Source: an optimization exercise on an open RTL-to-GDS flow (aim: small area, a short achievable clock period and few clock cycles). Production flows keep margins and buffers that such runs may drop. The RTL was checked by simulation tests, not by an equivalence proof against the original design. Power is estimated from default activity; no workload was simulated.

<file path="design.v">
module lif_update_unit #(
  parameter int unsigned LANES      = 16,
  parameter int unsigned DW         = 32,
  parameter int unsigned AW         = 5,
  parameter int unsigned LEAK_SHIFT = 4,
  parameter logic [DW-1:0] V_RESET  = '0
) (
  input  logic                clk,
  input  logic                rst,
  input  logic                start,
  input  logic [AW-1:0]       base_addr,
  input  logic [LANES*DW-1:0] cur_in,
  input  logic [LANES*DW-1:0] vol_in,
  input  logic [DW-1:0]       vt_in,
  input  logic                stall,
  output logic                busy,
  output logic                done,
  output logic                wb_we,
  output logic [AW-1:0]       wb_wa,
  output logic [DW-1:0]       wb_wd,
  output logic [LANES-1:0]    spike_out,
  output logic [4:0]          spike_cnt
);
  localparam int unsigned LW = (LANES > 1) ? $clog2(LANES) : 1;
  localparam logic [1:0] IDLE = 2'd0;
  localparam logic [1:0] RUN  = 2'd1;
  localparam logic [1:0] DONE = 2'd2;
  logic [1:0]    state;
  logic [LW-1:0] lane;
  logic [DW-1:0] cur_r [LANES];
  logic [DW-1:0] vol_r [LANES];
  logic [DW-1:0] vt_r;
  logic [AW-1:0] base_r;
  logic signed [DW-1:0] v, c, vl;
  logic        [DW:0]   sum;
  logic        [DW-1:0] sat;
  logic                 fire;
  always_comb begin
    v   = vol_r[lane];
    c   = cur_r[lane];
    vl  = v - (v >>> LEAK_SHIFT);
    sum = {vl[DW-1], vl} + {c[DW-1], c};
    sat = sum[DW-1:0];
    if (sum[DW] != sum[DW-1])
      sat = sum[DW] ? {1'b1, {(DW-1){1'b0}}} : {1'b0, {(DW-1){1'b1}}};
    fire = $signed(sat) >= $signed(vt_r);
  end
  assign busy = (state != IDLE);
  always_ff @(posedge clk) begin
    if (rst) begin
      state     <= IDLE;
      lane      <= '0;
      done      <= 1'b0;
      wb_we     <= 1'b0;
      wb_wa     <= '0;
      wb_wd     <= '0;
      spike_out <= '0;
      spike_cnt <= '0;
      vt_r      <= '0;
      base_r    <= '0;
      for (int unsigned i = 0; i < LANES; i++) begin
        cur_r[i] <= '0;
        vol_r[i] <= '0;
      end
    end else begin
      done  <= 1'b0;
      wb_we <= 1'b0;
      case (state)
        IDLE: if (start) begin
          for (int unsigned i = 0; i < LANES; i++) begin
            cur_r[i] <= cur_in[DW*i +: DW];
            vol_r[i] <= vol_in[DW*i +: DW];
          end
          vt_r      <= vt_in;
          base_r    <= base_addr;
          spike_out <= '0;
          spike_cnt <= '0;
          lane      <= '0;
          state     <= RUN;
        end
        RUN: if (!stall) begin
          wb_we <= 1'b1;
          wb_wa <= base_r + AW'(lane);
          wb_wd <= fire ? V_RESET : sat;
          if (fire) begin
            spike_out[lane] <= 1'b1;
            spike_cnt       <= spike_cnt + 5'd1;
          end
          if (lane == LW'(LANES - 1)) begin
            lane  <= '0;
            state <= DONE;
          end else begin
            lane <= lane + 1'b1;
          end
        end
        DONE: begin
          done  <= 1'b1;
          state <= IDLE;
        end
        default: state <= IDLE;
      endcase
    end
  end
endmodule
</file>
<file path="config.mk">
export PLATFORM = sky130hd
export DESIGN_NAME = lif_update_unit
export DESIGN_NICKNAME = lif_update_unit
export VERILOG_FILES = /design/flow/design.v
export SDC_FILE = /design/flow/constraint.sdc
export NUM_CORES = 4
export LEC_CHECK = 0
export CAP_MARGIN = 20
export CORE_MARGIN = 2
export CORE_UTILIZATION = 40
export SLEW_MARGIN = 20
</file>
<file path="run.sh">
#!/bin/bash
# synth_recipe.tcl (not shown) runs the flow's synth.tcl, then flattens the netlist and writes it again
# the make line also repeats each setting of config.mk as NAME=value (left out here)
make -C /OpenROAD-flow-scripts/flow DESIGN_CONFIG=/design/flow/config.mk WORK_HOME=/design/flow/orfs CLKGATE_MAP_FILE= SYNTH_SCRIPT=/design/flow/synth_recipe.tcl finish
</file>
<file path="constraint.sdc">
create_clock -name core_clock -period 10.0 [get_ports {clk}]
set_input_delay 2.0000 -clock core_clock [delete_from_list [all_inputs] [get_ports {clk}]]
set_output_delay 2.0000 -clock core_clock [all_outputs]
set_load 0.01 [all_outputs]
</file>
==> summary.txt <==
Mapped Cells - 6393
CTS H-tree depth - 4
Root Driver - clkbuf_16
Final Setup Violations - 0
Max incr delay on CP - 570 ps
Pins over their slew limit - 0
Initial DRC Count - 6730
Syn Nets - 7567
Antenna violations before repair - 72
Simple-Gate Fraction of Synth Area - 21.1%
Seq/Total Area, Yosys - 46.2%
Synth top area cells - dfxtp_1 46%, nand2_1 17%, a21oi_1 12%, clkbuf_1 3.5%, a22oi_1 3.5%
Worst EP arrival - 10120 ps
Hold_ws - 453 ps
First-pass GRT wire length - 355000 um
Unrepaired setup endpoints after global routing - no
TritonCTS Buffers - 130
Final wirelength - 255000 um
Die ar. - 125000 sq um
FF/Latch Area - 22600 sq um
Number of flops mapped to enable cells by yosys - 0
Required @ worst endpoint - 10690 ps
Via/cell ratio - 5.78
Fin crit period - 9440 ps
Worst Skew - 28.7 ps
Static leakage - 24.3 nW
Synth Area in Compound Gates - 23.8%
Total grt overflow - 0
CP max stage cell - and3_4
Peak VDD IR - 0.180 mV
Post-synth top flop - dfxtp_1
GRT Total Usage - 39.0%
Worst min-delay path class - register to register
Leading area contributor after synthesis - dfxtp_1
Nets@finish - 8434
Synth Area in Adders - 2.84%
Max-Cap Viols - 0
Drt drc - 0
Core area - 122000 sq um
Initial core utilization - 40.2%
CTS Hold Bufs - 0
Area of the multi-input gates - 24100 sq um
Worst Tran Pin Value - 1250 ps
Layout area overhead - 35.0%
Avg Cell Area, Syn - 7.64 sq um
Crit-path most repeated cell - a21o_1
Most frequent cell after synthesis - nand2_1
Asr flop ratio synth - 0%
Buffers & Inverters on Critical Path - 3
Layout cells sized above 1 - 5.50%
Vias in the first global route - 48700
Die W - 353 um
Final Cycle Share - 94.4%
Main combinational cell family by area after synthesis - compound AO/OA/AOI/OAI gates
Power Dens Cells - 205 nW/um^2
XOR/XNOR Fraction of Synth Area - 1.00%
Crit start category - register
WS Path Type - register to register
Clk buf depth - 3
CTS tree - built
Detailed placement HPWL - 194000 um
Synth cell types - 82
RePlAce Congestion - 1.00
CTS clk-pin slew, worst paths - 60 ps
Sum of negative setup slack - 0 ps
Row cnt - 128
Status - finished clean
Seq cells post-synth - 1127
Final hold vios - 0
Yosys top cell area share - 46.2%
Fillers - 11700
DP Worst Slack - -14.9 ps
Cell area after layout - 66000 sq um
Largest delay contributor family on the critical path - compound AO/OA/AOI/OAI gates
WL/cell - 28.2 um
DP Area - 61200 sq um
Post-route ant nets - 0
CP Max Fanout - 25
Worst-Skew Late Latency - 760 ps
CP endpoint kind - register
Post-synthesis mux area share - 0.325%
PortBufs - 1125
Die Height - 353 um
Max-slew headroom - 16.8%
PnR worst setup slack - 564 ps
Largest net degree at the start of global routing - 219
Drt pass-1 iters - 9
F_max - 106 MHz
Io pins - 1126
Sinks on Clock Net - 1127
Synthesis Warnings - 3
Commonest cells in the netlist - 2216 x nand2_1, 1174 x a21oi_1, 1127 x dfxtp_1
Via count - 52200
Post-Syn Area - 48900 sq um
-- power by group --
| part | internal (W) | switching, W |
|---|---|---|
| clock | 0.00301 | 0.00204 |
| combinational | 0.00140 | 0.00208 |
| sequential | 0.00477 | 0.000224 |
-- stage by stage --
step / utilization (%) / power (W) / cells
after floorplan: - / 0.00697 / 6393
after global placement: 50.4 / 0.00850 / 8746
after detailed placement: 50.4 / 0.00848 / 8746
after CTS: 54.1 / 0.0135 / 8978
after global routing: 54.3 / 0.0140 / 9028
final: 54.3 / 0.0135 / 9031
-- final cells by class --
type / instances / share of cell area, %
multi-input combinational: 4673 / 36.6
inverter: 86 / 0.489
tap: 1625 / 3.08
antenna: 46 / 0.175
clock buffer: 174 / 5.63
timing repair buffer: 1242 / 18.7
clock inverter: 58 / 1.16
sequential: 1127 / 34.2
-- placed cells by master (no fill, tap or decap), types with 99 or more instances in the layout --
cell and instances:
a21oi_1 1174, a22o_1 99, a22oi_1 225, buf_4 103, clkbuf_16 133, clkdlybuf4s50_1 1124
dfxtp_1 1125, ha_1 106, nand2_1 2215, nor2_1 153
-- cell families (layout without fill, tap and decap cells) --
family          count (synthesis)  in the layout
mux                            15             15
buf+inv                       593           1560
flops                        1127           1127
simple gates                 2600           2600
compound gates               1893           1893
other cells                     0             46
xor+xnor                       56             56
fa+ha+maj                     109            109
-- tightest hold or removal path: stages (launching register included) --
cell	delay [ps]
dfxtp_1	310
nand2_1	50
a21oi_1	50
-- metal layers --
layer	vias to the layer above	part of all wire (%)	GRT usage, %
li1	23700	-	-
met1	25100	40	50.6
met5	-	0.092	0
met4	34	5.3	20.4
met3	528	9.6	9.38
met2	2787	45	60.1
-- registers in the layout (all words and copies together), names as in the netlist --
signal and cells:
cur_r 512, vol_r 512, vt_r 32, wb_wd 32
spike_out 16, base_r 5, spike_cnt 5, wb_wa 5
lane 4, state 2, done 1, wb_we 1
-- repair_timing --
action,4_1_cts,5_1_grt
gates resized for setup,1,14
pin swaps,0,1
hold endpoints to repair,0,0
setup buffers,0,7
endpoints found under the setup margin,15,53
-- final timing paths --
| kind | startpoint | to | slack [ps] | cells after the start |
|---|---|---|---|---|
| max | lane[1] | wb_wd[20] | 560 | 37 |
| min | cur_r[3][4] | cur_r[3][4] | 450 | 2 |
| max reg2reg | lane[1] | wb_wd[20] | 560 | 37 |
| min reg2reg | cur_r[3][4] | cur_r[3][4] | 450 | 2 |
Testbench counts, summed over its fixed seeds: cycles 21,608.

## re-timing with driven ports
Ports are ideal in the flow. The routed layout listed here was re-timed in OpenROAD.
Step 1: set_driving_cell puts a clkbuf_16 on clk and a buf_2 on each other input, an assumption about the parent block.
Step 2 adds t to the input delays and takes it off the output delays; t is the mean of the earliest and latest rising clock arrival at the registers after step 1. Input paths then give back, and output paths get back, about the clock's delay inside the block.
Slacks: ideal / step 1 / step 2; pairs: ideal / step 1.
t, ns: 0.826
setup slack, ns: 0.564 / 0.564 / 0.564
pins driven straight from the clock port: 1
After both steps this run still meets setup and hold. For this run, drivers alone change the setup slack by 0.000 ns; drivers and shift together by 0.000 ns.
